Source: an optimization exercise on an open RTL-to-GDS flow (aim: small area, a short achievable clock period and few clock cycles per item). Production flows keep margins and buffers that such runs may drop. The RTL was checked by simulation tests, not by an equivalence proof against the original design. Power figures rest on the tool's default switching activity, not on a simulated workload. The clock port is modelled as an ideal driver; clocking choices that lean on that would not hold on a real chip.

==> design.v <==
package arp_pkg;
  localparam int IP_W  = 32;
  localparam int MAC_W = 48;
  typedef struct packed {
    logic             mode;
    logic [IP_W-1:0]  ip_addr;
    logic [MAC_W-1:0] mac_in;
  } in_t;
  typedef struct packed {
    logic             hit;
    logic [MAC_W-1:0] mac_out;
  } out_t;
  localparam logic MODE_LOOKUP = 1'b0;
  localparam logic MODE_ADD    = 1'b1;
endpackage
module arp_cell (
  input  logic                      clk,
  input  logic                      wr_en,
  input  logic [arp_pkg::IP_W-1:0]  wr_ip,
  input  logic [arp_pkg::MAC_W-1:0] wr_mac,
  input  logic [arp_pkg::IP_W-1:0]  key,
  output logic                      match,
  output logic [arp_pkg::MAC_W-1:0] mac
);
  logic [arp_pkg::IP_W-1:0] ip;
  always_ff @(posedge clk) begin
    if (wr_en) begin
      ip  <= wr_ip;
      mac <= wr_mac;
    end
  end
  assign match = (ip == key);
endmodule
module arp_cache_table #(
  parameter int ENTRIES = 16
) (
  input  logic clk,
  input  logic rst,
  input  logic req_valid,
  output logic req_stall,
  input  arp_pkg::in_t  req,
  output logic rsp_valid,
  input  logic rsp_stall,
  output arp_pkg::out_t rsp
);
  localparam int IDX_W = (ENTRIES > 1) ? $clog2(ENTRIES) : 1;
  logic                      v0;
  logic                      add0;
  logic [arp_pkg::IP_W-1:0]  ip0;
  logic [arp_pkg::MAC_W-1:0] mac0;
  logic [ENTRIES-1:0]        hit0;
  logic blocked;
  logic hold;
  logic accept;
  assign hold      = blocked && rsp_stall;
  assign req_stall = hold;
  assign accept    = req_valid && !hold;
  logic [ENTRIES-1:0]                      valid;
  logic [ENTRIES-1:0]                      match;
  logic [ENTRIES-1:0]                      wr_en;
  logic [ENTRIES-1:0][arp_pkg::MAC_W-1:0]  slot_mac;
  for (genvar i = 0; i < ENTRIES; i++) begin : g_slot
    arp_cell u_cell (
      .clk    (clk),
      .wr_en  (wr_en[i]),
      .wr_ip  (ip0),
      .wr_mac (mac0),
      .key    (req.ip_addr),
      .match  (match[i]),
      .mac    (slot_mac[i])
    );
  end
  logic               eq_prev;
  logic [ENTRIES-1:0] hit_in;
  assign eq_prev = (req.ip_addr == ip0);
  always_comb begin
    for (int i = 0; i < ENTRIES; i++) begin
      if (wr_en[i]) hit_in[i] = eq_prev;
      else          hit_in[i] = valid[i] && match[i];
    end
  end
  always_ff @(posedge clk) begin
    if (rst) begin
      v0 <= 1'b0;
    end else if (!hold) begin
      v0 <= accept;
    end
  end
  always_ff @(posedge clk) begin
    if (!hold) begin
      add0 <= req.mode;
      hit0 <= hit_in;
    end
  end
  always_ff @(posedge clk) begin
    ip0  <= req.ip_addr;
    mac0 <= req.mac_in;
  end
  logic [IDX_W-1:0]   alloc_idx;
  logic               full;
  logic [ENTRIES-1:0] alloc;
  logic               any_hit;
  logic               do_add;
  logic               adv;
  always_comb begin
    for (int i = 0; i < ENTRIES; i++) begin
      valid[i] = full || (alloc_idx > IDX_W'(i));
      alloc[i] = (alloc_idx == IDX_W'(i));
    end
    any_hit = |hit0;
    do_add  = v0 && add0;
    wr_en   = {ENTRIES{do_add}} & (hit0 | (any_hit ? '0 : alloc));
  end
  assign adv = do_add && !any_hit;
  always_ff @(posedge clk) begin
    if (rst) begin
      alloc_idx <= '0;
      full      <= 1'b0;
    end else if (adv) begin
      if (!full && alloc_idx == IDX_W'(ENTRIES - 1)) begin
        full      <= 1'b1;
        alloc_idx <= IDX_W'(1 % ENTRIES);
      end else begin
        alloc_idx <= IDX_W'(alloc_idx + 1'b1);
      end
    end
  end
  logic [arp_pkg::MAC_W-1:0] rd_mac;
  logic                      push;
  logic                      load_rsp;
  logic                      rv_next;
  always_comb begin
    rd_mac = '0;
    for (int i = 0; i < ENTRIES; i++) begin
      rd_mac = rd_mac | (slot_mac[i] & {arp_pkg::MAC_W{hit0[i]}});
    end
  end
  assign push     = v0 && !add0;
  assign load_rsp = !(rsp_valid && rsp_stall);
  assign rv_next  = load_rsp ? push : 1'b1;
  always_ff @(posedge clk) begin
    if (rst) begin
      rsp_valid <= 1'b0;
      blocked   <= 1'b0;
    end else begin
      rsp_valid <= rv_next;
      blocked   <= rv_next && (hold ? 1'b1 : (accept && req.mode == arp_pkg::MODE_LOOKUP));
    end
  end
  always_ff @(posedge clk) begin
    if (load_rsp) begin
      rsp.hit     <= any_hit;
      rsp.mac_out <= rd_mac;
    end
  end
endmodule
module arp_cache (
  input  logic        clk,
  input  logic        rst,
  input  logic        req_valid,
  output logic        req_stall,
  input  logic        req_mode,
  input  logic [31:0] req_ip,
  input  logic [47:0] req_mac,
  output logic        rsp_valid,
  input  logic        rsp_stall,
  output logic        rsp_hit,
  output logic [47:0] rsp_mac
);
  arp_pkg::in_t  req;
  arp_pkg::out_t rsp;
  assign req.mode    = req_mode;
  assign req.ip_addr = req_ip;
  assign req.mac_in  = req_mac;
  assign rsp_hit     = rsp.hit;
  assign rsp_mac     = rsp.mac_out;
  arp_cache_table #(.ENTRIES(16)) u_table (
    .clk(clk), .rst(rst), .req_valid(req_valid), .req_stall(req_stall), .req(req),
    .rsp_valid(rsp_valid), .rsp_stall(rsp_stall), .rsp(rsp)
  );
endmodule
==> flow/run.sh <==
#!/bin/bash
# layout flow: the standard flow, with buf_2 cells as the port buffers and no dummy clock loads
export BUFFER_PORTS_ARGS="-buffer_cell sky130_fd_sc_hd__buf_2"
export CTS_ARGS="-sink_clustering_enable -repair_clock_nets -sink_clustering_size 30 -sink_clustering_max_diameter 100 -dont_use_dummy_load"
bash standard.sh > standard.log 2>&1
==> standard.sh <==
#!/bin/bash
# synth_recipe.tcl (not shown) runs the flow's synth.tcl, then flattens the netlist and writes it again
# the make line also repeats each setting of config.mk as NAME=value (left out here)
make -C /OpenROAD-flow-scripts/flow DESIGN_CONFIG=/design/flow/config.mk WORK_HOME=/design/flow/orfs CLKGATE_MAP_FILE= SYNTH_SCRIPT=/design/flow/synth_recipe.tcl "${@:-finish}"
==> config.mk <==
export PLATFORM = sky130hd
export DESIGN_NAME = arp_cache
export DESIGN_NICKNAME = arp_cache
export VERILOG_FILES = /design/flow/design.v
export SDC_FILE = /design/flow/constraint.sdc
export NUM_CORES = 4
export LEC_CHECK = 0
export CAP_MARGIN = 10
export CORE_MARGIN = 2
export CORE_UTILIZATION = 70
export CTS_CLUSTER_DIAMETER = 100
export CTS_CLUSTER_SIZE = 30
export SETUP_SLACK_MARGIN = 2.6
export SLEW_MARGIN = 10
export TNS_END_PERCENT = 20
==> constraint.sdc <==
create_clock -name core_clock -period 5.0 [get_ports {clk}]
set_input_delay 1.0000 -clock core_clock [delete_from_list [all_inputs] [get_ports {clk}]]
set_output_delay 1.0000 -clock core_clock [all_outputs]
set_load 0.01 [all_outputs]
==> notes.md, run 1 <==
Clk root buf -> clkbuf_16
CTS clock-pin slew for the worst setup and hold paths -> 100 ps
Post-synth top area cell -> edfxtp_1
Die Wd -> 279.9 µm
Die area -> 0.07836 mm²
IO Count -> 136
Worst-path fanout max -> 10
Nets@finish -> 3,159
Cts bufs inserted -> 53
Area added between synthesis and finish -> 9.203%
Drt pass-1 iters -> 5
CTS Buffer Depth -> 3
Total Wirelength -> 150,100 µm
Maximum capacitance violations -> 0
Tmin final -> 2479 ps
Tightest Pin Transition -> 1024 ps
Cell count after synthesis -> 2,882
Layout cell share with drive strength beyond 1 -> 0.1336
PortBufs -> 135
Max Freq -> 403.4 MHz
HP Class -> in2reg
Via count -> 29,308
R2R cell count -> 6
# DRC -> 0
Vias in the first global route -> 28,399
Total GRT Usage -> 0.3822
Htree depth -> 2
First-pass GRT wire length -> 207,400 µm
Remaining global-route overflow -> 0
Fill cell count -> 4,147
Final Max Tran Viols -> 0
GPL Wtd Cong -> 0.9499
Setup Skew -> 61.17 ps
Share of the synthesized area in the top cell type -> 0.7584
Mapped Nets -> 2,971
Initial antenna violation count -> 3
RSZ-0062 raised after global routing -> yes
Die H -> 279.9 µm
Seq/Total Area, Yosys -> 0.7915
Power Dens Cells -> 333.9 mW/mm²
Hold Path Depth -> 1
Kind of end point of the critical path -> output port
Largest cells by area after synthesis -> edfxtp_1, xnor2_1, dfxtp_1
Clk sink count -> 1,434
Final ANT Viol Nets -> 0
Worst skew pair latency -> 680 ps
Starting density of the core -> 0.7041
Mean Syn Cell Area -> 18.49 µm²
Run status -> finished clean
Vias per inst -> 7.242
TritonCTS clock tree -> done
Starting DRT DRC Count -> 4,782
Core area -> 0.07570 mm²
Largest net degree at the start of global routing -> 57
Yosys warns -> 2
Worst Path Arrival -> 1480 ps
Yosys reg bits -> 1,434
Worst IR Drop VDD -> 0.4348 mV
FFs w/ async S/R, synth -> 0
Crit Path Category -> in2out
Static Leakage -> 18.23 nW
Setup_tns -> 0 ps
CP required -> 4000 ps
Dpl hpwl -> 78,980 µm
Routed WL per cell -> 37.08 µm
Setup Viol. Count Final -> 0
Relative slew slack -> 0.3176
EDFF count, synth -> 1,346
Tcrit/Tclk final -> 0.4958
Post-Syn Area -> 0.05329 mm²
Startpoint Class -> primary input
Most used flip-flop cell after synthesis -> edfxtp_1
# hold bufs at CTS -> 0
Synth cell types -> 40
Hold WS -> 418.9 ps
Hold Fails Final Rpt -> 0
Rows -> 101
cells by family after synthesis:
| family | after synthesis | share of synthesized area |
|---|---|---|
| DFF | 1434 | 0.7915 |
| xor gates and xnor gates | 545 | 0.08956 |
| AOI/OAI and AO/OA | 427 | 0.06829 |
| adders and majority gates | 4 | 0.0009391 |
| buffers and inverters | 173 | 0.01538 |
| muxes | 16 | 0.003005 |
| and+or+nand+nor | 283 | 0.03136 |
worst max-delay path, stage by stage:
cell,delay (ps)
buf_6,140
nand2_8,120
inv_2,90
buf_2,120
registers in the layout, summed over array words and instances (netlist names):
signal,flops
u_table.add0,1
u_table.ip0,32
u_table.rsp_valid,1
u_table.rsp,49
u_table.hit0,16
u_table.blocked,1
u_table.g_slot.u_cell.mac,768
u_table.full,1
u_table.mac0,48
u_table.v0,1
u_table.g_slot.u_cell.ip,512
u_table.alloc_idx,4
layer usage:
layer	track usage	up-vias	part of all wire
li1	-	11775	-
met1	0.5154	14954	0.35
met2	0.6241	2185	0.48
met3	0.05430	394	0.10
met4	0.1868	0	0.058
met5	0	-	0
stage by stage:
| stage | setup WS [ps] | power [W] | cells | cell area (µm²) | utilization |
|---|---|---|---|---|---|
| after floorplan | 1990 | 0.01402 | 2882 | 53460 | - |
| after global placement | 1401 | 0.01440 | 3930 | 55470 | 0.7328 |
| after detailed placement | 1394 | 0.01442 | 3930 | 55470 | 0.7328 |
| after CTS | 2511 | 0.01939 | 4027 | 57810 | 0.7637 |
| after global routing | 2533 | 0.01981 | 4046 | 58200 | 0.7688 |
| final | 2521 | 0.01943 | 4047 | 58200 | 0.7689 |
synthesized netlist by cell type (6+ instances only):
cell type	n
edfxtp_1	1346
xnor2_1	404
a221oi_1	192
a22o_1	192
nand4_1	155
xor2_1	141
clkbuf_1	91
dfxtp_1	88
buf_2	52
nor4_1	52
a31oi_1	18
nor2_1	18
mux2i_1	16
nor3_1	15
buf_6	12
nand2_1	11
nand3_1	11
a21oi_1	8
nor2_2	8
buf_1	7
inv_1	6
o21ai_0	6
cells in the final DEF, fill, tap and decap left out, types with 12 or more instances in the layout:
master and count:
a221oi_1 192, buf_16 12, nor4_1 38, buf_2 104
nand4_1 155, buf_12 17, a22o_1 192, dfxtp_1 84
clkbuf_16 58, buf_6 19, xor2_1 140, edfxtp_1 1346
nor2_4 20, mux2i_1 16, nor3_1 13, xnor2_1 403
buf_4 127
power breakdown:
group / switching (W) / total [W] / internal, W / leakage (nW)
clock: 0.00330 / 0.00522 / 0.00191 / 0.653
combinational: 0.000586 / 0.000878 / 0.000292 / 4.53
sequential: 0.000127 / 0.0133 / 0.0132 / 13.0
total: 0.00402 / 0.0194 / 0.0154 / 18.2
final cells by class:
| cell class | instances | area [µm²] | area share |
|---|---|---|---|
| Antenna cell | 1 | 2.502 | 0.00004300 |
| Clock buffer | 53 | 1326 | 0.02279 |
| Inverter | 7 | 26.28 | 0.0004515 |
| Multi-Input combinational cell | 1281 | 10770 | 0.1850 |
| Sequential cell | 1434 | 42190 | 0.7249 |
| Tap cell | 978 | 1224 | 0.02103 |
| Timing Repair Buffer | 293 | 2666 | 0.04581 |
worst paths after layout:
kind	from	endpoint	slack [ps]
hold / removal	req_mac[1]	u_table.mac0[1]	420
setup / recovery	rsp_stall	req_stall	2520
setup reg to reg	u_table.hit0[5]	u_table.g_slot[5].u_cell.mac[22]	2530
hold reg to reg	u_table.ip0[18]	u_table.g_slot[7].u_cell.ip[18]	430
what timing repair did:
item	CTS	global route
pin swaps	13	15
endpoints found under the hold margin	0	0
cloned	16	5
gates resized for setup	101	38
endpoints found under the setup margin	1298	1199
buffers inserted	28	14
Testbench counts, summed over its fixed seeds: cycles 18,012, items 18,000.
==> inputs of run 2 (changes only) <==
--- a/config.mk
+++ b/config.mk
@@ -5,11 +5,11 @@
 export SDC_FILE = /design/flow/constraint.sdc
 export NUM_CORES = 4
 export LEC_CHECK = 0
-export CAP_MARGIN = 10
+export CAP_MARGIN = 40
 export CORE_MARGIN = 2
 export CORE_UTILIZATION = 70
 export CTS_CLUSTER_DIAMETER = 100
 export CTS_CLUSTER_SIZE = 30
 export SETUP_SLACK_MARGIN = 2.6
-export SLEW_MARGIN = 10
+export SLEW_MARGIN = 60
 export TNS_END_PERCENT = 20
==> notes.md, run 2 <==
Run status -> finished clean
Kind of end point of the critical path -> flop
Design area -> 0.05870 mm²
Relative slew slack -> 0.5980
Setup Viol. Count Final -> 0
GPL Wtd Cong -> 0.9499
Post-synth top area cell -> edfxtp_1
Tmin final -> 2537 ps
Yosys reg bits -> 1,434
IO Count -> 136
Synth cell types -> 40
Setup_tns -> 0 ps
Routed WL per cell -> 37.09 µm
Commonest non-fill, non-tap cell in the layout -> edfxtp_1
Power Dens Cells -> 330.7 mW/mm²
Share of the synthesized area in the top cell type -> 0.7584
Vias in the first global route -> 28,427
Initial antenna violation count -> 3
Max reg flops -> 768
Switching power of the nets -> 0.003992 W
CP Launch Point -> u_table.hit0[11]
Top cells by count, synth -> edfxtp_1, xnor2_1, a221oi_1, a22o_1, nand4_1
Rows -> 101
Worst IR Drop VDD -> 0.3280 mV
Total Wirelength -> 150,500 µm
Via count -> 29,505
TritonCTS clock tree -> done
FFs w/ async S/R, synth -> 0
Top-count cell post-synth -> edfxtp_1
FF-to-FF setup slack -> 2460 ps
Area added between synthesis and finish -> 10.14%
Top reg by flops -> u_table.g_slot.u_cell.mac
Cell count after synthesis -> 2,882
Seq/Total Area, Yosys -> 0.7915
Static Leakage -> 18.42 nW
Startpoint Class -> flop
Htree depth -> 2
# hold bufs at CTS -> 0
CP top delay family -> simple AND/OR/NAND/NOR gates
Post-Syn Area -> 0.05329 mm²
Final ANT Viol Nets -> 0
Die Wd -> 279.9 µm
Vias per inst -> 7.273
Clock share of power -> 0.267
Worst Path Arrival -> 2910 ps
End of the critical path -> u_table.g_slot[5].u_cell.mac[2]
PortBufs -> 135
Comb pwr share -> 0.046
Clk root buf -> clkbuf_16
Inst Count DP -> 3,943
Total GRT Usage -> 0.3795
Max Freq -> 394.2 MHz
Layout cell share with drive strength beyond 1 -> 0.1413
Setup Skew -> 67.64 ps
Crit Path Category -> reg2reg
RR Endpoint -> u_table.g_slot[5].u_cell.mac[2]
EDFF count, synth -> 1,346
Core area -> 0.07570 mm²
Nets@finish -> 3,170
Internal Power -> 0.01542 W
Mean Syn Cell Area -> 18.49 µm²
Crit-path cells -> nor4_4 > and4_4 > a31oi_1 > nor2_4 > buf_4 > bufbuf_16
Worst r2r src -> u_table.hit0[11]
CP Depth -> 6
# DRC -> 0
Starting DRT DRC Count -> 4,468
Tcrit/Tclk final -> 0.5074
Mapped Nets -> 2,971
Dpl cell area -> 0.05599 mm²
Tightest Pin Transition -> 598.7 ps
Largest cells by area after synthesis -> edfxtp_1, xnor2_1, dfxtp_1
RSZ-0062 raised after global routing -> yes
Die H -> 279.9 µm
Slowest cell on crit path -> edfxtp_1
HP Class -> in2reg
Cts bufs inserted -> 53
Most frequent cells in the layout -> edfxtp_1, xnor2_1, a22o_1, a221oi_1, nand4_1
Maximum capacitance violations -> 0
R2R cell count -> 6
Dpl hpwl -> 80,620 µm
Buffers & Inverters on Critical Path -> 2
Clk sink count -> 1,434
CP max stage delay -> 500 ps
Die area -> 0.07836 mm²
Most used flip-flop cell after synthesis -> edfxtp_1
Starting density of the core -> 0.7041
Antenna Cells -> 0
Final Max Tran Viols -> 0
Worst skew pair latency -> 680 ps
Yosys warns -> 2
Sw frac -> 0.2056
Largest registers -> u_table.g_slot.u_cell.mac: 768 flops, u_table.g_slot.u_cell.ip: 512 flops, u_table.rsp: 49 flops
First-pass GRT wire length -> 206,700 µm
Non-Filler Instances -> 4,057
Reg power frac -> 0.687
Remaining global-route overflow -> 0
Hold Path Depth -> 1
Largest net degree at the start of global routing -> 55
Drt pass-1 iters -> 5
CTS Buffer Depth -> 3
Hold Fails Final Rpt -> 0
Worst-path fanout max -> 24
CP required -> 5370 ps
CTS clock-pin slew for the worst setup and hold paths -> 120 ps
run 2: final cells by class:
class                           instances  area [µm²]
Inverter                                7       26.28
Sequential cell                      1434       42200
Tap cell                              978        1224
Fill cell                            4134       17000
Clock buffer                           53        1326
Timing Repair Buffer                  307        3168
Multi-Input combinational cell       1278       10750
run 2: timing repair:
action                                  4_1_cts  5_1_grt
resized for setup                            55       39
endpoints found under the setup margin     1254     1112
buffers inserted                             23       13
pin swaps                                    13        8
cloned                                       13       11
run 2: logic make-up (layout without fill, tap and decap cells):
group,Yosys count,in the layout,synth area share
DFF,1434,1434,0.7915
adders and majority gates,4,4,0.0009391
buffers and inverters,173,367,0.01538
and+or+nand+nor,283,286,0.03136
xor gates and xnor gates,545,545,0.08956
muxes,16,16,0.003005
AOI/OAI and AO/OA,427,427,0.06829
run 2: power groups by stage:
stage	Sequential, W	Combinational [W]	Clock, W
floorplan	0.0136	0.000413	0
global placement	0.0136	0.000808	0
detailed placement	0.0136	0.000829	0
CTS	0.0133	0.000853	0.00519
global route	0.0134	0.000908	0.00554
finish	0.0133	0.000884	0.00519
run 2: worst min-delay path by stage:
| stage | from | to | slack [ps] |
|---|---|---|---|
| after global routing | req_mac[2] | u_table.mac0[2] | 400 |
| after floorplan | u_table.v0 | u_table.v0 | 450 |
| after CTS | req_mac[20] | u_table.mac0[20] | 400 |
| after detailed placement | u_table.ip0[18] | u_table.g_slot[7].u_cell.ip[18] | 430 |
| final | req_mac[35] | u_table.mac0[35] | 420 |
| after global placement | u_table.ip0[18] | u_table.g_slot[7].u_cell.ip[18] | 410 |
run 2: worst reg2reg max path, delay by kind of cell, from the launching register on:
kind	cells	cell delay, ps
buf+inv	2	580
simple gates	3	970
compound gates	1	170
flops	1	500
run 2: routing by layer:
metal,GRT usage,share of wire,vias up
met1,0.5129,0.35,15081
met5,0,0.00010,-
li1,-,-,11792
met3,0.05480,0.11,418
met2,0.6165,0.48,2212
met4,0.1884,0.061,2
run 2: per-stage QoR:
step                worst slack [ps]  utilization  hold WS, ps  total power (W)
CTS                             2522       0.7677        400.1          0.01938
finish                          2463       0.7754        417.5          0.01941
global placement                1401       0.7328        410.3          0.01440
global route                    2453       0.7754        397.6          0.01980
detailed placement              1562       0.7396        430.1          0.01444
floorplan                       1990            -        447.9          0.01402
==> inputs of run 3 (changes only) <==
--- a/config.mk
+++ b/config.mk
@@ -5,11 +5,11 @@
 export SDC_FILE = /design/flow/constraint.sdc
 export NUM_CORES = 4
 export LEC_CHECK = 0
-export CAP_MARGIN = 40
+export CAP_MARGIN = 20
 export CORE_MARGIN = 2
 export CORE_UTILIZATION = 70
 export CTS_CLUSTER_DIAMETER = 100
 export CTS_CLUSTER_SIZE = 30
 export SETUP_SLACK_MARGIN = 2.6
-export SLEW_MARGIN = 60
+export SLEW_MARGIN = 20
 export TNS_END_PERCENT = 20
==> notes.md, run 3 <==
Post-Syn Area -> 0.05329 mm²
Mapped Nets -> 2,971
Remaining global-route overflow -> 0
CTS clock-pin slew for the worst setup and hold paths -> 100 ps
Largest registers -> u_table.g_slot.u_cell.mac: 768 flops, u_table.g_slot.u_cell.ip: 512 flops, u_table.rsp: 49 flops
Met2 Track Usage GR -> 0.6241
Top-count cell post-synth -> edfxtp_1
FFs w/ async S/R, synth -> 0
M3 GR Usage -> 0.05430
Most frequent cells in the layout -> edfxtp_1, xnor2_1, a22o_1, a221oi_1, nand4_1
GPL Wtd Cong -> 0.9499
Worst skew pair latency -> 680 ps
Final ANT Viol Nets -> 0
Max reg flops -> 768
# DRC -> 0
Vias in the first global route -> 28,399
Relative slew slack -> 0.3176
Starting density of the core -> 0.7041
Kind of end point of the critical path -> output port
Tightest Pin Transition -> 1024 ps
Setup Skew -> 61.17 ps
Setup_tns -> 0 ps
Largest family of logic cells by synthesized area -> XOR/XNOR gates
Layer with the highest usage -> met2
Rows -> 101
First-pass GRT wire length -> 207,400 µm
Area added between synthesis and finish -> 9.203%
Worst Path Arrival -> 1480 ps
Hold Fails Final Rpt -> 0
Fin util -> 0.7689
Run status -> finished clean
Dpl cell area -> 0.05547 mm²
Crit Path Category -> in2out
Mean Syn Cell Area -> 18.49 µm²
Design area -> 0.05820 mm²
Core area -> 0.07570 mm²
Starting DRT DRC Count -> 4,782
TritonCTS clock tree -> done
Total GRT Usage -> 0.3822
Synth Area in Compound Gates -> 0.06829
Setup Viol. Count Final -> 0
Worst-path fanout max -> 10
PortBufs -> 135
Die area -> 0.07836 mm²
M1 GR Usage -> 0.5154
Power Dens Cells -> 333.9 mW/mm²
Worst IR Drop VDD -> 0.4348 mV
Mux cell area share after synthesis -> 0.003005
# hold bufs at CTS -> 0
Yosys reg bits -> 1,434
CP required -> 4000 ps
PnR Total Power -> 0.01943 W
Commonest non-fill, non-tap cell in the layout -> edfxtp_1
Setup ws final -> 2521 ps
Initial antenna violation count -> 3
Drt pass-1 iters -> 5
IO Count -> 136
Synth Area in Adders -> 0.0009391
Largest cells by area after synthesis -> edfxtp_1, xnor2_1, dfxtp_1
Most used flip-flop cell after synthesis -> edfxtp_1
Max Freq -> 403.4 MHz
Dpl hpwl -> 78,980 µm
CTS Buffer Depth -> 3
Final Max Tran Viols -> 0
HP Class -> in2reg
Largest net degree at the start of global routing -> 57
Cts bufs inserted -> 53
Vias per inst -> 7.242
Die H -> 279.9 µm
Routed WL per cell -> 37.08 µm
Synth cell types -> 40
Tmin final -> 2479 ps
Startpoint Class -> primary input
Xor/xnor share of the synthesized area -> 0.08956
Htree depth -> 2
EDFF count, synth -> 1,346
RSZ-0062 raised after global routing -> yes
Clk sink count -> 1,434
Tcrit/Tclk final -> 0.4958
Seq/Total Area, Yosys -> 0.7915
Total Wirelength -> 150,100 µm
Post-Synth Simple-Gate Area -> 0.03137
Clk root buf -> clkbuf_16
Die Wd -> 279.9 µm
Top reg by flops -> u_table.g_slot.u_cell.mac
Static Leakage -> 18.23 nW
Layout cell share with drive strength beyond 1 -> 0.1336
Cell count after synthesis -> 2,882
Top cells by count, synth -> edfxtp_1, xnor2_1, a221oi_1, a22o_1, nand4_1
Nets@finish -> 3,159
Maximum capacitance violations -> 0
Post-synth top area cell -> edfxtp_1
Via count -> 29,308
Yosys warns -> 2
Pre-CTS setup slack -> 1394 ps
Share of the synthesized area in the top cell type -> 0.7584
==> run 3: path summary, 6_finish.rpt <==
| check | startpoint | endpoint | slack [ps] | cells past startpoint |
|---|---|---|---|---|
| setup / recovery | rsp_stall | req_stall | 2520 | 4 |
| hold / removal | req_mac[1] | u_table.mac0[1] | 420 | 1 |
| hold reg to reg | u_table.ip0[18] | u_table.g_slot[7].u_cell.ip[18] | 430 | 0 |
| setup reg to reg | u_table.hit0[5] | u_table.g_slot[5].u_cell.mac[22] | 2530 | 6 |
==> run 3: cells by family after synthesis <==
family          after synthesis
xor+xnor                    545
simple gates                283
mux                          16
flops                      1434
fa+ha+maj                     4
buf+inv                     173
compound gates              427
==> run 3: repair_timing <==
action	in CTS	in global routing
gates resized for setup	101	38
pin swaps	13	15
setup buffers	28	14
endpoints found under the hold margin	0	0
setup endpoints to repair	1298	1199
cloned	16	5
==> run 3: per-stage QoR <==
step | cells | hold slack [ps]
2_1_floorplan | 2882 | 447.9
3_3_place_gp | 3930 | 410.3
3_5_place_dp | 3930 | 432.5
4_1_cts | 4027 | 393.4
5_1_grt | 4046 | 403.3
6_report | 4047 | 418.9
==> run 3: power breakdown <==
| group | leakage, nW | switching, W | internal (W) | total [W] |
|---|---|---|---|---|
| Sequential | 13.0 | 0.000127 | 0.0132 | 0.0133 |
| Clock | 0.653 | 0.00330 | 0.00191 | 0.00522 |
| Combinational | 4.53 | 0.000586 | 0.000292 | 0.000878 |
==> run 3: cell type report <==
type	instances	area, µm²
Antenna cell	1	2.502
Tap cell	978	1224
Inverter	7	26.28
Sequential cell	1434	42190
Timing Repair Buffer	293	2666
Clock buffer	53	1326
Fill cell	4147	17500
Multi-Input combinational cell	1281	10770
==> run 3: per-layer routing <==
| layer | share of wire | wire length (µm) |
|---|---|---|
| met5 | 0 | 0 |
| met4 | 0.058 | 8760 |
| met3 | 0.10 | 15620 |
| met2 | 0.48 | 72480 |
| met1 | 0.35 | 53220 |
==> run 3: worst max-delay path, stage by stage <==
cell,delay [ps]
buf_6,140
nand2_8,120
inv_2,90
buf_2,120
==> inputs of run 4 (changes only) <==
--- a/config.mk
+++ b/config.mk
@@ -10,6 +10,7 @@
 export CORE_UTILIZATION = 70
 export CTS_CLUSTER_DIAMETER = 100
 export CTS_CLUSTER_SIZE = 30
+export GPL_ROUTABILITY_DRIVEN = 0
 export SETUP_SLACK_MARGIN = 2.6
 export SLEW_MARGIN = 20
 export TNS_END_PERCENT = 20
==> notes.md, run 4 <==
Run status -> finished clean
Worst-path fanout max -> 12
Initial antenna violation count -> 0
Starting density of the core -> 0.7041
CP required -> 5530 ps
Inst Count DP -> 3,921
Power Dens Cells -> 336.1 mW/mm²
Length of routed wiring on met1 -> 51,480 µm
IO Count -> 136
Most frequent cells in the layout -> edfxtp_1, xnor2_1, a22o_1, a221oi_1, nand4_1
Hold wc startpoint -> req_mac[33]
Rows -> 101
Commonest non-fill, non-tap cell in the layout -> edfxtp_1
Maximum capacitance violations -> 0
Routed WL per cell -> 36.93 µm
Yosys warns -> 2
Max Freq -> 399.8 MHz
Crit Path Category -> in2reg
CP Launch Point -> req_ip[19]
Mean Syn Cell Area -> 18.49 µm²
Worst IR Drop VDD -> 0.4375 mV
Setup Viol. Count Final -> 0
Starting DRT DRC Count -> 4,386
Tcrit/Tclk final -> 0.5002
Top cells by count, synth -> edfxtp_1, xnor2_1, a221oi_1, a22o_1, nand4_1
CTS clock-pin slew for the worst setup and hold paths -> 120 ps
Dpl cell area -> 0.05534 mm²
CTS Buffer Depth -> 3
Startpoint Class -> primary input
Drt pass-1 iters -> 5
Kind of end point of the critical path -> flop
Top reg by flops -> u_table.g_slot.u_cell.mac
Hold EP -> u_table.mac0[33]
Static Leakage -> 18.01 nW
Clk root buf -> clkbuf_16
Design area -> 0.05772 mm²
Non-Filler Instances -> 4,013
Clock share of power -> 0.268
Mapped Nets -> 2,971
Fin util -> 0.7625
RSZ-0062 raised after global routing -> yes
Tightest Pin Transition -> 1058 ps
Most used flip-flop cell after synthesis -> edfxtp_1
Tmin final -> 2501 ps
Reg power frac -> 0.688
Post-synth top area cell -> edfxtp_1
EDFF count, synth -> 1,346
HP Class -> in2reg
Fill cell count -> 4,237
Seq/Total Area, Yosys -> 0.7915
Nets@finish -> 3,126
Layout cell share with drive strength beyond 1 -> 0.1222
Worst r2r src -> u_table.hit0[1]
RR Endpoint -> u_table.hit0[4]
Comb pwr share -> 0.045
Final Max Tran Viols -> 0
Metal2 WL -> 71,820 µm
PortBufs -> 135
First-pass GRT wire length -> 205,500 µm
Total GRT Usage -> 0.3786
Cell count after synthesis -> 2,882
Die area -> 0.07836 mm²
FF-to-FF setup slack -> 2500 ps
Top routing layer in use -> met4
R2R cell count -> 7
Share of the synthesized area in the top cell type -> 0.7584
Setup Skew -> 61.17 ps
Hold WS -> 423.7 ps
Largest cells by area after synthesis -> edfxtp_1, xnor2_1, dfxtp_1
Synth cell types -> 40
Vias per inst -> 7.291
TritonCTS clock tree -> done
Total Wirelength -> 148,200 µm
Largest net degree at the start of global routing -> 60
Sw frac -> 0.2058
Worst Path Arrival -> 3030 ps
Relative slew slack -> 0.2947
Vias in the first global route -> 28,252
Yosys reg bits -> 1,434
Top-count cell post-synth -> edfxtp_1
Largest registers -> u_table.g_slot.u_cell.mac: 768 flops, u_table.g_slot.u_cell.ip: 512 flops, u_table.rsp: 49 flops
Clk sink count -> 1,434
Max reg flops -> 768
Core area -> 0.07570 mm²
Switching power of the nets -> 0.003992 W
Dpl hpwl -> 78,140 µm
Via count -> 29,260
Die H -> 279.9 µm
Hold Fails Final Rpt -> 0
Setup_tns -> 0 ps
Htree depth -> 2
Remaining global-route overflow -> 0
Antenna Cells -> 0
Final ANT Viol Nets -> 0
Post-Syn Area -> 0.05329 mm²
FFs w/ async S/R, synth -> 0
Die Wd -> 279.9 µm
# DRC -> 0
Internal Power -> 0.01541 W
Hold Path Depth -> 1
Area added between synthesis and finish -> 8.301%
DR WL met3 -> 15,280 µm
Worst skew pair latency -> 680 ps
Cts bufs inserted -> 53
==> run 4: cell counts after synthesis <==
Identical to the previous run, type by type.
==> run 4: metal layers <==
| metal | vias up | global-route usage |
|---|---|---|
| met1 | 15077 | 0.5076 |
| li1 | 11698 | - |
| met5 | - | 0 |
| met2 | 2091 | 0.6144 |
| met4 | 0 | 0.2066 |
| met3 | 394 | 0.05013 |
==> run 4: cell type report <==
type / instances / area (µm²) / share of cell area
clock buffer: 53 / 1326 / 0.02298
multi-input combinational: 1278 / 10630 / 0.1842
timing repair buffer: 263 / 2320 / 0.04019
inverter: 7 / 26.28 / 0.0004552
tap: 978 / 1224 / 0.02120
sequential: 1434 / 42190 / 0.7310
==> run 4: power by group through the flow <==
stage	registers, W	logic [W]	clock network, W
detailed placement	0.0136	0.000806	0
CTS	0.0133	0.000844	0.00518
global placement	0.0136	0.000800	0
finish	0.0133	0.000865	0.00519
floorplan	0.0136	0.000413	0
global route	0.0134	0.000886	0.00553
==> run 4: kinds of logic (layout without fill, tap and decap cells) <==
kind of cell	count (synthesis)	in the layout	synth area share
DFF	1434	1434	0.7915
adders and majority gates	4	4	0.0009391
AOI/OAI and AO/OA	427	427	0.06829
and+or+nand+nor	283	286	0.03136
xor gates and xnor gates	545	545	0.08956
muxes	16	16	0.003005
buffers and inverters	173	323	0.01538
==> run 4: worst max path at each step <==
| stage | end | cells after the start | slack [ps] |
|---|---|---|---|
| floorplan | u_table.hit0[11] | 8 | 1990 |
| global placement | u_table.hit0[8] | 6 | 1370 |
| detailed placement | u_table.hit0[8] | 6 | 1410 |
| CTS | u_table.g_slot[4].u_cell.mac[31] | 5 | 2520 |
| global route | u_table.hit0[3] | 6 | 2450 |
| finish | u_table.hit0[8] | 7 | 2500 |
==> run 4: repair_timing <==
item,CTS,global route
pin swaps,10,6
gates cloned,10,3
setup buffers,21,5
resized for setup,99,31
setup endpoints to repair,1298,1273
hold buffers,0,0
==> run 4: critical path, stage by stage <==
cell	delay (ps)
buf_2	270
buf_6	270
xor2_1	300
nor4_1	360
nand3_1	250
a2111o_1	440
mux2i_1	120
==> run 4: metrics by stage <==
step | total power, W | setup slack (ps)
detailed placement | 0.01442 | 1407
global route | 0.01977 | 2447
CTS | 0.01937 | 2515
finish | 0.01940 | 2499
floorplan | 0.01402 | 1990
global placement | 0.01440 | 1372
==> inputs of run 5 (changes only) <==
--- a/config.mk
+++ b/config.mk
@@ -7,10 +7,9 @@
 export LEC_CHECK = 0
 export CAP_MARGIN = 20
 export CORE_MARGIN = 2
-export CORE_UTILIZATION = 70
+export CORE_UTILIZATION = 65
 export CTS_CLUSTER_DIAMETER = 100
 export CTS_CLUSTER_SIZE = 30
-export GPL_ROUTABILITY_DRIVEN = 0
 export SETUP_SLACK_MARGIN = 2.6
 export SLEW_MARGIN = 20
 export TNS_END_PERCENT = 20
==> notes.md, run 5 <==
Run status -> finished clean
CTS clock-pin slew for the worst setup and hold paths -> 120 ps
Worst skew pair latency -> 680 ps
Final ANT Viol Nets -> 0
Mapped Nets -> 2,971
Die H -> 290.3 µm
Layout cell share with drive strength beyond 1 -> 0.1320
Setup ws final -> 2331 ps
Tmin final -> 2669 ps
Fill cell count -> 5,051
Largest registers -> u_table.g_slot.u_cell.mac: 768 flops, u_table.g_slot.u_cell.ip: 512 flops, u_table.rsp: 49 flops
EDFF count, synth -> 1,346
Tightest Pin Transition -> 1089 ps
Nets@finish -> 3,160
Yosys warns -> 2
HP Class -> in2reg
Routed WL per cell -> 37.26 µm
Area added between synthesis and finish -> 9.243%
Htree depth -> 2
Drt pass-1 iters -> 6
Post-Synth Simple-Gate Area -> 0.03137
Seq/Total Area, Yosys -> 0.7915
CP top delay family -> simple AND/OR/NAND/NOR gates
Total GRT Usage -> 0.3586
Die area -> 0.08430 mm²
Total Wirelength -> 154,200 µm
Rows -> 105
Slowest cell on crit path -> nor3_1
Maximum capacitance violations -> 0
Die Wd -> 290.3 µm
RSZ-0062 raised after global routing -> yes
Mean Syn Cell Area -> 18.49 µm²
FFs w/ async S/R, synth -> 0
Power Dens Cells -> 334.5 mW/mm²
Pre-CTS setup slack -> 1401 ps
Most frequent cells in the layout -> edfxtp_1, xnor2_1, a22o_1, a221oi_1, nand4_1
Startpoint Class -> primary input
Max reg flops -> 768
PortBufs -> 135
Vias in the first global route -> 28,095
Cts bufs inserted -> 53
Hold Fails Final Rpt -> 0
Worst IR Drop VDD -> 0.3911 mV
Cell count after synthesis -> 2,882
Static Leakage -> 18.21 nW
Largest cells by area after synthesis -> edfxtp_1, xnor2_1, dfxtp_1
Largest net degree at the start of global routing -> 65
Most used flip-flop cell after synthesis -> edfxtp_1
First-pass GRT wire length -> 211,600 µm
Xor/xnor share of the synthesized area -> 0.08956
Cell mode on critical path -> nand4_1
Top reg by flops -> u_table.g_slot.u_cell.mac
Post-Syn Area -> 0.05329 mm²
Setup Viol. Count Final -> 0
Buffers & Inverters on Critical Path -> 1
Setup_tns -> 0 ps
Core area -> 0.08158 mm²
CP required -> 5520 ps
Vias per inst -> 7.089
Yosys reg bits -> 1,434
Starting DRT DRC Count -> 4,331
GPL Wtd Cong -> 0.9393
# DRC -> 0
Post-synth top area cell -> edfxtp_1
# hold bufs at CTS -> 0
Synth cell types -> 40
Remaining global-route overflow -> 0
Hold WS -> 424.8 ps
Clk sink count -> 1,434
Worst-path fanout max -> 18
Top-count cell post-synth -> edfxtp_1
Synth Area in Compound Gates -> 0.06829
Largest family of logic cells by synthesized area -> XOR/XNOR gates
TritonCTS clock tree -> done
IO Count -> 136
Max Freq -> 374.7 MHz
Top cells by count, synth -> edfxtp_1, xnor2_1, a221oi_1, a22o_1, nand4_1
Share of the synthesized area in the top cell type -> 0.7584
Starting density of the core -> 0.6532
Synth Area in Adders -> 0.0009391
Commonest non-fill, non-tap cell in the layout -> edfxtp_1
Tcrit/Tclk final -> 0.5338
Initial antenna violation count -> 2
CTS Buffer Depth -> 3
CP max stage delay -> 630 ps
Crit Path Category -> in2reg
Setup Skew -> 53.44 ps
Clk root buf -> clkbuf_16
Final Max Tran Viols -> 0
Kind of end point of the critical path -> flop
Mux cell area share after synthesis -> 0.003005
Dpl hpwl -> 80,410 µm
Worst Path Arrival -> 3190 ps
Antenna Cells -> 0
Relative slew slack -> 0.2740
Crit-path cells -> buf_4 > xnor2_1 > nand4_1 > nor3_1 > nand4_1 > mux2i_1
Via count -> 29,342
==> run 5: changes by cell type in the layout (fill, tap and decap cells not counted), moves of 3 or more <==
cell and delta:
buf_16 -3, clkbuf_16 +3, clkbuf_4 +5, buf_4 +16
buf_12 +7, nor4_1 -4, buf_6 +8
==> run 5: area by class of cell <==
class	count	area, µm²	area share
clock buffer	53	1326	0.02278
timing repair buffer	297	2691	0.04623
multi-input combinational	1278	10650	0.1828
inverter	7	31.28	0.0005373
tap	1070	1339	0.02299
sequential	1434	42190	0.7246
==> run 5: report_power, final <==
group	switching, W	internal, W
Combinational	0.000599	0.000300
Clock	0.00333	0.00191
Sequential	0.000122	0.0132
==> run 5: final timing paths <==
kind,depth (start not counted),start,slack [ps],endpoint
hold reg to reg,0,u_table.ip0[20],470,u_table.g_slot[1].u_cell.ip[20]
setup reg to reg,5,u_table.hit0[6],2490,u_table.g_slot[15].u_cell.mac[43]
hold / removal,1,req_mac[42],420,u_table.mac0[42]
setup / recovery,6,req_ip[8],2330,u_table.hit0[14]
==> run 5: cell families after synthesis <==
family / count (synthesis)
and+or+nand+nor: 283
AOI/OAI and AO/OA: 427
xor gates and xnor gates: 545
adders and majority gates: 4
muxes: 16
buffers and inverters: 173
DFF: 1434
==> run 5: through the flow <==
step / instance area, µm² / util / total power [W] / cells
floorplan: 53460 / - / 0.01402 / 2882
global placement: 55600 / 0.6815 / 0.01443 / 4021
detailed placement: 55600 / 0.6815 / 0.01444 / 4021
CTS: 57460 / 0.7043 / 0.01945 / 4107
global route: 58220 / 0.7136 / 0.01990 / 4139
finish: 58220 / 0.7136 / 0.01947 / 4139
==> run 5: layer usage <==
metal  up-vias  part of all wire  track usage
li1      11764                 -            -
met1     15154              0.37       0.4961
met2      2044              0.48       0.5854
met3       376              0.10      0.04382
met4         4             0.051       0.1560
met5         -           0.00018            0
==> run 5: timing repair <==
action | CTS | global route
gates cloned | 5 | 11
resized for setup | 58 | 94
pin swaps | 14 | 12
endpoints found under the setup margin | 1298 | 1228
setup buffers | 28 | 21
==> inputs of run 6 (changes only) <==
--- a/config.mk
+++ b/config.mk
@@ -7,9 +7,9 @@
 export LEC_CHECK = 0
 export CAP_MARGIN = 20
 export CORE_MARGIN = 2
-export CORE_UTILIZATION = 65
+export CORE_UTILIZATION = 70
 export CTS_CLUSTER_DIAMETER = 100
 export CTS_CLUSTER_SIZE = 30
-export SETUP_SLACK_MARGIN = 2.6
+export SETUP_SLACK_MARGIN = 2.65
 export SLEW_MARGIN = 20
 export TNS_END_PERCENT = 20
==> notes.md, run 6 <==
FFs w/ async S/R, synth -> 0
Synth cell types -> 40
Yosys reg bits -> 1,434
Relative slew slack -> 0.3049
Area added between synthesis and finish -> 9.914%
Via count -> 29,679
Cell count after synthesis -> 2,882
# hold bufs at CTS -> 0
IO Count -> 136
Synth Area in Compound Gates -> 0.06829
First-pass GRT wire length -> 207,800 µm
Layout cell share with drive strength beyond 1 -> 0.1418
Antenna Cells -> 0
PnR Total Power -> 0.01945 W
Area of the multi-input gates -> 0.01082 mm²
Setup Viol. Count Final -> 0
Worst Path Arrival -> 2870 ps
Vias per inst -> 7.299
Tmin final -> 2536 ps
RSZ-0062 raised after global routing -> yes
Vias in the first global route -> 28,419
Total GRT Usage -> 0.3837
Power Dens Cells -> 332.0 mW/mm²
Final Max Tran Viols -> 0
Xor/xnor share of the synthesized area -> 0.08956
Yosys warns -> 2
Static Leakage -> 18.38 nW
Max reg flops -> 768
Largest cells by area after synthesis -> edfxtp_1, xnor2_1, dfxtp_1
Top cells by count, synth -> edfxtp_1, xnor2_1, a221oi_1, a22o_1, nand4_1
Clk root buf -> clkbuf_16
Die Wd -> 279.9 µm
Hold Fails Final Rpt -> 0
Post-synth top area cell -> edfxtp_1
Tcrit/Tclk final -> 0.5072
Mean Syn Cell Area -> 18.49 µm²
Post-Syn Area -> 0.05329 mm²
Run status -> finished clean
Dpl hpwl -> 78,980 µm
Total Wirelength -> 153,300 µm
Kind of end point of the critical path -> flop
TritonCTS clock tree -> done
Top routing layer in use -> met4
Most frequent cells in the layout -> edfxtp_1, xnor2_1, a22o_1, a221oi_1, nand4_1
CTS clock-pin slew for the worst setup and hold paths -> 120 ps
PortBufs -> 135
Rows -> 101
DR WL met3 -> 16,840 µm
Metal2 WL -> 74,260 µm
Commonest non-fill, non-tap cell in the layout -> edfxtp_1
Worst-path fanout max -> 28
Worst skew pair latency -> 680 ps
Setup_tns -> 0 ps
Die H -> 279.9 µm
Maximum capacitance violations -> 0
Cts bufs inserted -> 53
Nets@finish -> 3,179
Remaining global-route overflow -> 0
CP required -> 5330 ps
# DRC -> 0
Fill cell count -> 4,099
Mux cell area share after synthesis -> 0.003005
Largest family of logic cells by synthesized area -> XOR/XNOR gates
Worst IR Drop VDD -> 0.4328 mV
Max Freq -> 394.3 MHz
CTS Buffer Depth -> 3
GPL Wtd Cong -> 0.9499
HP Class -> in2reg
Seq/Total Area, Yosys -> 0.7915
Synth Area in Adders -> 0.0009391
Largest net degree at the start of global routing -> 57
Htree depth -> 2
Startpoint Class -> flop
Largest registers -> u_table.g_slot.u_cell.mac: 768 flops, u_table.g_slot.u_cell.ip: 512 flops, u_table.rsp: 49 flops
Mapped Nets -> 2,971
EDFF count, synth -> 1,346
Top-count cell post-synth -> edfxtp_1
Starting DRT DRC Count -> 5,178
Die area -> 0.07836 mm²
Most used flip-flop cell after synthesis -> edfxtp_1
Tightest Pin Transition -> 1043 ps
Post-Synth Simple-Gate Area -> 0.03137
Initial antenna violation count -> 2
Top reg by flops -> u_table.g_slot.u_cell.mac
Drt pass-1 iters -> 8
Share of the synthesized area in the top cell type -> 0.7584
FF+latch area -> 0.04219 mm²
Length of routed wiring on met1 -> 53,260 µm
Core area -> 0.07570 mm²
Routed WL per cell -> 37.69 µm
Crit Path Category -> reg2reg
Starting density of the core -> 0.7041
Final ANT Viol Nets -> 0
Setup Skew -> 58.11 ps
Clk sink count -> 1,434
[run 6: cell counts after synthesis]
No cell type changed its count.
[run 6: worst paths after layout]
check | start | to | cells after the start | slack (ps)
worst min-delay path | req_mac[9] | u_table.mac0[9] | 1 | 420
worst min register to register | u_table.ip0[18] | u_table.g_slot[7].u_cell.ip[18] | 0 | 430
worst max-delay path | u_table.alloc_idx[3] | u_table.g_slot[9].u_cell.mac[10] | 5 | 2460
worst max register to register | u_table.alloc_idx[3] | u_table.g_slot[9].u_cell.mac[10] | 5 | 2460
[run 6: per-layer routing]
metal / GRT usage / vias up
met1: 0.5162 / 15114
met4: 0.1899 / 0
met5: 0 / -
met3: 0.05521 / 408
met2: 0.6263 / 2337
li1: - / 11820
[run 6: power by group]
part / switching [W] / leakage (nW) / internal (W)
Combinational: 0.000595 / 4.68 / 0.000299
Clock: 0.00331 / 0.653 / 0.00191
Sequential: 0.000128 / 13.0 / 0.0132
Total: 0.00403 / 18.4 / 0.0154
[run 6: timing repair]
| action | in CTS | in global routing |
|---|---|---|
| cloned | 17 | 11 |
| buffers inserted | 34 | 21 |
| pin swaps | 13 | 16 |
| endpoints found under the setup margin | 1299 | 1262 |
| resized for setup | 111 | 57 |
[run 6: cell type report]
| type | count | area share |
|---|---|---|
| clock buffer | 53 | 0.02264 |
| timing repair buffer | 313 | 0.05094 |
| sequential | 1434 | 0.7203 |
| inverter | 7 | 0.0005767 |
| tap | 978 | 0.02089 |
| multi-input combinational | 1281 | 0.1847 |
[run 6: through the flow]
step	instances	cell area, µm²	utilization	hold WS (ps)	worst slack [ps]
3_3_place_gp	3930	55470	0.7328	410.3	1401
4_1_cts	4034	57920	0.7652	393.4	2511
3_5_place_dp	3930	55470	0.7328	432.5	1394
2_1_floorplan	2882	53460	-	447.9	1990
5_1_grt	4066	58580	0.7739	409.7	2450
6_report	4066	58580	0.7739	418.1	2464
[run 6: cells by family (layout without fill, tap and decap cells)]
group                      count (synthesis)  after routing
DFF                                     1434           1434
xor gates and xnor gates                 545            545
AOI/OAI and AO/OA                        427            427
and+or+nand+nor                          283            289
buffers and inverters                    173            373
muxes                                     16             16
adders and majority gates                  4              4
[run 6: critical path, stage by stage, from the launching register on]
cell	delay, ps
dfxtp_1	610
nor2b_1	640
a31oi_2	220
nor2_4	200
buf_12	150
buf_6	370
==> inputs of run 7 (changes only) <==
==> flow/run.sh (replaced) <==
#!/bin/bash
# layout flow: the standard flow, with buf_2 cells as the port buffers and no dummy clock loads
export BUFFER_PORTS_ARGS="-buffer_cell sky130_fd_sc_hd__buf_2"
export CTS_ARGS="-sink_clustering_enable -repair_clock_nets -sink_clustering_size 20 -sink_clustering_max_diameter 60 -dont_use_dummy_load"
bash standard.sh > standard.log 2>&1
--- a/config.mk
+++ b/config.mk
@@ -8,8 +8,6 @@
 export CAP_MARGIN = 20
 export CORE_MARGIN = 2
 export CORE_UTILIZATION = 70
-export CTS_CLUSTER_DIAMETER = 100
-export CTS_CLUSTER_SIZE = 30
-export SETUP_SLACK_MARGIN = 2.65
+export SETUP_SLACK_MARGIN = 2.6
 export SLEW_MARGIN = 20
 export TNS_END_PERCENT = 20
==> notes.md, run 7 <==
First-pass GRT wire length -> 206,100 µm
CP max stage delay -> 650 ps
Htree depth -> 3
Worst IR Drop VDD -> 0.3748 mV
Initial antenna violation count -> 2
Post-synth top area cell -> edfxtp_1
Power Dens Cells -> 352.4 mW/mm²
Top reg by flops -> u_table.g_slot.u_cell.mac
Seq/Total Area, Yosys -> 0.7915
Hold Fails Final Rpt -> 0
Cts bufs inserted -> 87
Crit Path Category -> reg2reg
Fin util -> 0.7818
Total Wirelength -> 152,800 µm
RSZ-0062 raised after global routing -> yes
Die H -> 279.9 µm
CTS Buffer Depth -> 3
Rows -> 101
Static Leakage -> 18.68 nW
Yosys reg bits -> 1,434
Cell count after synthesis -> 2,882
Worst Path Arrival -> 2940 ps
Post-Syn Area -> 0.05329 mm²
CTS clock-pin slew for the worst setup and hold paths -> 80 ps
Yosys warns -> 2
Share of the synthesized area in the top cell type -> 0.7584
Fill cell count -> 4,032
Setup Skew -> 45.00 ps
HP Class -> in2reg
Startpoint Class -> flop
Commonest non-fill, non-tap cell in the layout -> edfxtp_1
Mean Syn Cell Area -> 18.49 µm²
Kind of end point of the critical path -> flop
# hold bufs at CTS -> 0
FFs w/ async S/R, synth -> 0
Final ANT Viol Nets -> 0
Tmin final -> 2540 ps
Die Wd -> 279.9 µm
Area added between synthesis and finish -> 11.04%
Setup Viol. Count Final -> 0
TritonCTS clock tree -> done
Relative slew slack -> 0.3098
Largest registers -> u_table.g_slot.u_cell.mac: 768 flops, u_table.g_slot.u_cell.ip: 512 flops, u_table.rsp: 49 flops
Dpl hpwl -> 78,980 µm
Synth cell types -> 40
Via count -> 29,567
Tightest Pin Transition -> 1035 ps
Vias in the first global route -> 28,592
Vias per inst -> 7.243
Max Freq -> 393.7 MHz
Max reg flops -> 768
Slowest cell on crit path -> nor2b_1
PortBufs -> 135
Core area -> 0.07570 mm²
Starting DRT DRC Count -> 4,711
Routed WL per cell -> 37.43 µm
Mapped Nets -> 2,971
Worst-path fanout max -> 51
Setup_tns -> 0 ps
Antenna Cells -> 0
Nets@finish -> 3,195
Most frequent cells in the layout -> edfxtp_1, xnor2_1, a22o_1, a221oi_1, nand4_1
Clk root buf -> clkbuf_16
# DRC -> 0
Met2 Track Usage GR -> 0.6167
GPL Wtd Cong -> 0.9499
Layer with the highest usage -> met2
IO Count -> 136
Remaining global-route overflow -> 0
Top cells by count, synth -> edfxtp_1, xnor2_1, a221oi_1, a22o_1, nand4_1
Maximum capacitance violations -> 0
M3 GR Usage -> 0.05588
CP required -> 5400 ps
EDFF count, synth -> 1,346
Clk sink count -> 1,434
Drt pass-1 iters -> 5
Largest net degree at the start of global routing -> 82
Starting density of the core -> 0.7041
Total GRT Usage -> 0.3796
Run status -> finished clean
Worst skew pair latency -> 660 ps
Die area -> 0.07836 mm²
Final Max Tran Viols -> 0
Layout cell share with drive strength beyond 1 -> 0.1447
M1 GR Usage -> 0.5070
Tcrit/Tclk final -> 0.5081
Top-count cell post-synth -> edfxtp_1
Crit-path cells -> nor2b_1 > a41oi_1 > nor2_4 > buf_12 > mux2i_1
Largest cells by area after synthesis -> edfxtp_1, xnor2_1, dfxtp_1
Most used flip-flop cell after synthesis -> edfxtp_1
## run 7: changes by cell type in the layout (fill, tap and decap cells not counted), sizes merged
cell	delta
and4	-1
inv	+2
clkbuf	+52
buf	-35
clkinvlp	-2
## run 7: where the power goes
| group | total, W | switching (W) | leakage [nW] | internal (W) |
|---|---|---|---|---|
| Combinational | 0.000889 | 0.000591 | 4.56 | 0.000298 |
| Clock | 0.00663 | 0.00354 | 1.07 | 0.00308 |
| Sequential | 0.0133 | 0.000127 | 13.0 | 0.0132 |
## run 7: final cells by class
cell class	count	area, µm²	share of cell area
Sequential cell	1434	42190	0.7129
Inverter	7	26.28	0.0004440
Tap cell	978	1224	0.02068
Multi-Input combinational cell	1280	10780	0.1821
Timing Repair Buffer	296	2788	0.04711
Clock buffer	87	2177	0.03679
## run 7: worst paths after layout
path	cells after the start	slack [ps]	endpoint	from
max	5	2460	u_table.hit0[4]	u_table.alloc_idx[2]
min	1	440	u_table.mac0[5]	req_mac[5]
min reg2reg	0	450	u_table.g_slot[7].u_cell.ip[18]	u_table.ip0[18]
max reg2reg	5	2460	u_table.hit0[4]	u_table.alloc_idx[2]
## run 7: metrics by stage
stage / worst slack [ps] / total power, W / instance area, µm² / hold WS (ps) / cells
after floorplan: 1990 / 0.01402 / 53460 / 447.9 / 2882
after global placement: 1401 / 0.01440 / 55470 / 410.3 / 3930
after detailed placement: 1394 / 0.01442 / 55470 / 432.5 / 3930
after CTS: 2382 / 0.02082 / 58290 / 418.8 / 4048
after global routing: 2427 / 0.02126 / 59180 / 427.4 / 4082
final: 2460 / 0.02085 / 59180 / 439.3 / 4082
## run 7: worst max-delay path: cells and delay by family, from the launching register on
| kind | cells | cell delay [ps] |
|---|---|---|
| AO/OA/AOI/OAI | 1 | 270 |
| buffers and inverters | 1 | 320 |
| flip-flops | 1 | 600 |
| multiplexers | 1 | 150 |
| AND/OR/NAND/NOR | 2 | 860 |
## run 7: routing by layer
| layer | part of all wire | vias up |
|---|---|---|
| met4 | 0.057 | 0 |
| li1 | - | 11864 |
| met5 | 0 | - |
| met1 | 0.35 | 15018 |
| met2 | 0.48 | 2286 |
| met3 | 0.11 | 399 |
## run 7: repair_timing
action,in CTS,in global routing
setup endpoints to repair,1298,1292
pin swaps,8,18
gates resized for setup,60,123
setup buffers,23,17
cloned,8,17
## run 7: logic make-up (layout without fill, tap and decap cells)
family | count (synthesis) | after routing | share of synthesized area
XOR/XNOR | 545 | 545 | 0.08956
AO/OA/AOI/OAI | 427 | 427 | 0.06829
adder cells (fa/ha/maj) | 4 | 4 | 0.0009391
multiplexers | 16 | 16 | 0.003005
buffers and inverters | 173 | 390 | 0.01538
AND/OR/NAND/NOR | 283 | 288 | 0.03136
flip-flops | 1434 | 1434 | 0.7915
==> inputs of run 8 (changes only) <==
==> flow/run.sh (replaced) <==
#!/bin/bash
# layout flow: the standard flow with buf_2 port buffers, the input buffers of the
# high-fanout inputs upsized after global placement, and no dummy clock loads
export BUFFER_PORTS_ARGS="-buffer_cell sky130_fd_sc_hd__buf_2"
export POST_GLOBAL_PLACE_TCL="$(pwd)/flow/post_gp.tcl"
export CTS_ARGS="-sink_clustering_enable -repair_clock_nets -sink_clustering_size 30 -sink_clustering_max_diameter 100 -dont_use_dummy_load"
bash standard.sh > standard.log 2>&1
==> flow/post_gp.tcl (new file) <==
# after global placement: upsize the port buffers of the inputs with many loads
# (req_ip feeds the compare of every slot; rsp_stall, req_valid and req_mode feed the hold logic)
set block [ord::get_db_block]
foreach bt [$block getBTerms] {
  set name [$bt getName]
  if {[string match "req_ip*" $name] || $name eq "rsp_stall" || $name eq "req_valid" || $name eq "req_mode"} {
    set net [$bt getNet]
    foreach it [$net getITerms] {
      set inst [$it getInst]
      if {[[$inst getMaster] getName] ne "sky130_fd_sc_hd__buf_8"} {
        puts "upsizing port buffer [$inst getName] of $name"
        replace_cell [$inst getName] sky130_fd_sc_hd__buf_8
      }
    }
  }
}
--- a/config.mk
+++ b/config.mk
@@ -8,6 +8,8 @@
 export CAP_MARGIN = 20
 export CORE_MARGIN = 2
 export CORE_UTILIZATION = 70
+export CTS_CLUSTER_DIAMETER = 100
+export CTS_CLUSTER_SIZE = 30
 export SETUP_SLACK_MARGIN = 2.6
 export SLEW_MARGIN = 20
 export TNS_END_PERCENT = 20
==> notes.md, run 8 <==
Yosys reg bits -> 1,434
Via count -> 29,310
Setup_tns -> 0 ps
Kind of end point of the critical path -> flop
Setup ws final -> 2510 ps
CTS clock-pin slew for the worst setup and hold paths -> 120 ps
Total GRT Usage -> 0.3804
Reg power frac -> 0.686
Crit-path cells -> nor2b_1 > a31oi_1 > nor2_4 > buf_16 > mux2i_1
Slowest cell on crit path -> dfxtp_1
Yosys warns -> 2
Mean Syn Cell Area -> 18.49 µm²
Initial antenna violation count -> 2
Largest cells by area after synthesis -> edfxtp_1, xnor2_1, dfxtp_1
# DRC -> 0
Die Wd -> 279.9 µm
Hold WS -> 404.2 ps
Die H -> 279.9 µm
End of the critical path -> u_table.hit0[5]
RSZ-0062 raised after global routing -> yes
Final Max Tran Viols -> 0
Relative slew slack -> 0.3019
Tightest Pin Transition -> 1047 ps
Clk root buf -> clkbuf_16
Worst IR Drop VDD -> 0.3834 mV
Worst skew pair latency -> 690 ps
Setup Viol. Count Final -> 0
Largest net degree at the start of global routing -> 57
Most frequent cells in the layout -> edfxtp_1, xnor2_1, a22o_1, a221oi_1, nand4_1
EDFF count, synth -> 1,346
Post-synth top area cell -> edfxtp_1
Internal Power -> 0.01544 W
Worst r2r src -> u_table.alloc_idx[2]
Cts bufs inserted -> 53
Starting density of the core -> 0.7041
Top-count cell post-synth -> edfxtp_1
CP Launch Point -> u_table.alloc_idx[2]
Largest registers -> u_table.g_slot.u_cell.mac: 768 flops, u_table.g_slot.u_cell.ip: 512 flops, u_table.rsp: 49 flops
HP Class -> in2reg
CP Depth -> 5
Total Wirelength -> 150,700 µm
Cell count after synthesis -> 2,882
Starting DRT DRC Count -> 4,467
FF-to-FF setup slack -> 2510 ps
Power Dens Cells -> 333.7 mW/mm²
Core area -> 0.07570 mm²
Switching power of the nets -> 0.004013 W
Worst-path fanout max -> 41
Vias in the first global route -> 28,552
FFs w/ async S/R, synth -> 0
Post-Syn Area -> 0.05329 mm²
Design area -> 0.05830 mm²
Clock share of power -> 0.268
First-pass GRT wire length -> 206,800 µm
Clk sink count -> 1,434
Crit Path Category -> reg2reg
Seq/Total Area, Yosys -> 0.7915
Layout cell share with drive strength beyond 1 -> 0.1286
Static Leakage -> 18.27 nW
Startpoint Class -> flop
Antenna Cells -> 0
Maximum capacitance violations -> 0
Synth cell types -> 40
CP top delay family -> simple AND/OR/NAND/NOR gates
Vias per inst -> 7.253
Commonest non-fill, non-tap cell in the layout -> edfxtp_1
Buffers & Inverters on Critical Path -> 1
Tmin final -> 2490 ps
Sw frac -> 0.2063
IO Count -> 136
TritonCTS clock tree -> done
Htree depth -> 2
Dpl cell area -> 0.05582 mm²
# hold bufs at CTS -> 0
PortBufs -> 135
Share of the synthesized area in the top cell type -> 0.7584
Mapped Nets -> 2,971
Routed WL per cell -> 37.29 µm
Dpl hpwl -> 79,230 µm
Max Freq -> 401.7 MHz
RR Endpoint -> u_table.hit0[5]
Setup Skew -> 68.15 ps
Area added between synthesis and finish -> 9.384%
CP required -> 5390 ps
CTS Buffer Depth -> 3
Comb pwr share -> 0.046
Top reg by flops -> u_table.g_slot.u_cell.mac
Die area -> 0.07836 mm²
Hold Fails Final Rpt -> 0
Max reg flops -> 768
Remaining global-route overflow -> 0
PnR Total Power -> 0.01945 W
Run status -> finished clean
Worst Path Arrival -> 2880 ps
Pre-CTS setup slack -> 1537 ps
CP max stage delay -> 610 ps
R2R cell count -> 5
Nets@finish -> 3,154
Top cells by count, synth -> edfxtp_1, xnor2_1, a221oi_1, a22o_1, nand4_1
Tcrit/Tclk final -> 0.4979
Final ANT Viol Nets -> 0
Drt pass-1 iters -> 5
Most used flip-flop cell after synthesis -> edfxtp_1
Rows -> 101
## run 8: cell types whose count changed in the layout (fill, tap and decap cells not counted), sizes merged
cell	delta
clkbuf	-57
and4	+1
bufbuf	+3
buf	+12
## run 8: power by group through the flow
stage,clock (W),sequential (W),combinational [W]
3_5_place_dp,0,0.0136,0.000846
4_1_cts,0.00519,0.0133,0.000871
3_3_place_gp,0,0.0136,0.000808
5_1_grt,0.00554,0.0134,0.000924
2_1_floorplan,0,0.0136,0.000413
6_report,0.00521,0.0133,0.000900
## run 8: routing by layer
| metal | wire length, µm | vias to the layer above | part of all wire | track usage |
|---|---|---|---|---|
| li1 | - | 11760 | - | - |
| met1 | 53010 | 15023 | 0.35 | 0.5053 |
| met2 | 73270 | 2138 | 0.49 | 0.6308 |
| met3 | 15460 | 389 | 0.10 | 0.05071 |
| met4 | 8929 | 0 | 0.059 | 0.1880 |
| met5 | 0 | - | 0 | 0 |
## run 8: through the flow
stage,util,std cells
after global placement,0.7328,3930
after detailed placement,0.7375,3930
final,0.7701,4041
after CTS,0.7653,4023
after floorplan,-,2882
after global routing,0.7701,4041
## run 8: area by class of cell
class / instances / area [µm²]
inverters: 7 / 26.28
multi-input cells: 1281 / 10670
clock buffers: 53 / 1326
repair buffers: 288 / 2859
well taps: 978 / 1224
flip-flops and latches: 1434 / 42190
fillers: 4148 / 17400
## run 8: repair_timing
| action | CTS | global route |
|---|---|---|
| pin swaps | 11 | 10 |
| hold endpoints to repair | 0 | 0 |
| buffers inserted | 27 | 9 |
| setup endpoints to repair | 1298 | 1023 |
| cloned | 13 | 9 |
| resized for setup | 56 | 40 |
## run 8: how the worst min path moves through the flow
| stage | slack [ps] | start | cells past startpoint | end |
|---|---|---|---|---|
| floorplan | 450 | u_table.v0 | 2 | u_table.v0 |
| global placement | 410 | u_table.ip0[18] | 0 | u_table.g_slot[7].u_cell.ip[18] |
| detailed placement | 430 | u_table.ip0[18] | 0 | u_table.g_slot[7].u_cell.ip[18] |
| CTS | 390 | req_mac[25] | 1 | u_table.mac0[25] |
| global route | 390 | req_mac[1] | 1 | u_table.mac0[1] |
| finish | 400 | req_mac[1] | 1 | u_table.mac0[1] |
## run 8: cells by family after synthesis
group / share of synthesized area
adders and majority gates: 0.0009391
AOI/OAI and AO/OA: 0.06829
xor gates and xnor gates: 0.08956
DFF: 0.7915
and+or+nand+nor: 0.03136
muxes: 0.003005
buffers and inverters: 0.01538
## run 8: worst reg2reg max path: stages, from the launching register on
cell and delay [ps]:
dfxtp_1 610, nor2b_1 570, a31oi_1 240, nor2_4 280, buf_16 350, mux2i_1 150

separate check: timing with driven ports:
How much do the figures lean on ideal ports? The routed layouts below were timed once more, with nothing changed but the port constraints.
Step 1 sets driving cells, clkbuf_16 on the clock port and buf_2 on the other inputs (assumed; they add their load-dependent delay and slew).
Step 2 times the ports against the registers' clock, not the clock port: input delays grow and output delays shrink by t, the midpoint of the rising clock arrivals with the driver on.
Three values: ideal ports, drivers, drivers and shift; two values: the first two.
run | shift t [ns] | slack for setup (ns) | clock arrival spread, ns | slew at the worst register clock pin (ns)
run 1 | 0.720 | 2.521 / 2.478 / 1.802 | 0.062 / 0.062 | 0.12 / 0.12
run 2 | 0.713 | 2.463 / 2.463 / 1.787 | 0.068 / 0.067 | 0.12 / 0.12
run 3 | 0.720 | 2.521 / 2.478 / 1.802 | 0.062 / 0.062 | 0.12 / 0.12
run 4 | 0.714 | 2.499 / 2.504 / 1.815 | 0.061 / 0.062 | 0.12 / 0.12
run 5 | 0.727 | 2.331 / 2.382 / 1.655 | 0.053 / 0.054 | 0.12 / 0.12
run 6 | 0.718 | 2.464 / 2.464 / 1.816 | 0.058 / 0.058 | 0.12 / 0.12
run 7 | 0.714 | 2.460 / 2.460 / 1.807 | 0.045 / 0.045 | 0.08 / 0.08
run 8 | 0.726 | 2.510 / 2.510 / 1.827 | 0.075 / 0.076 | 0.12 / 0.12
After both steps setup and hold are still met in every run listed.
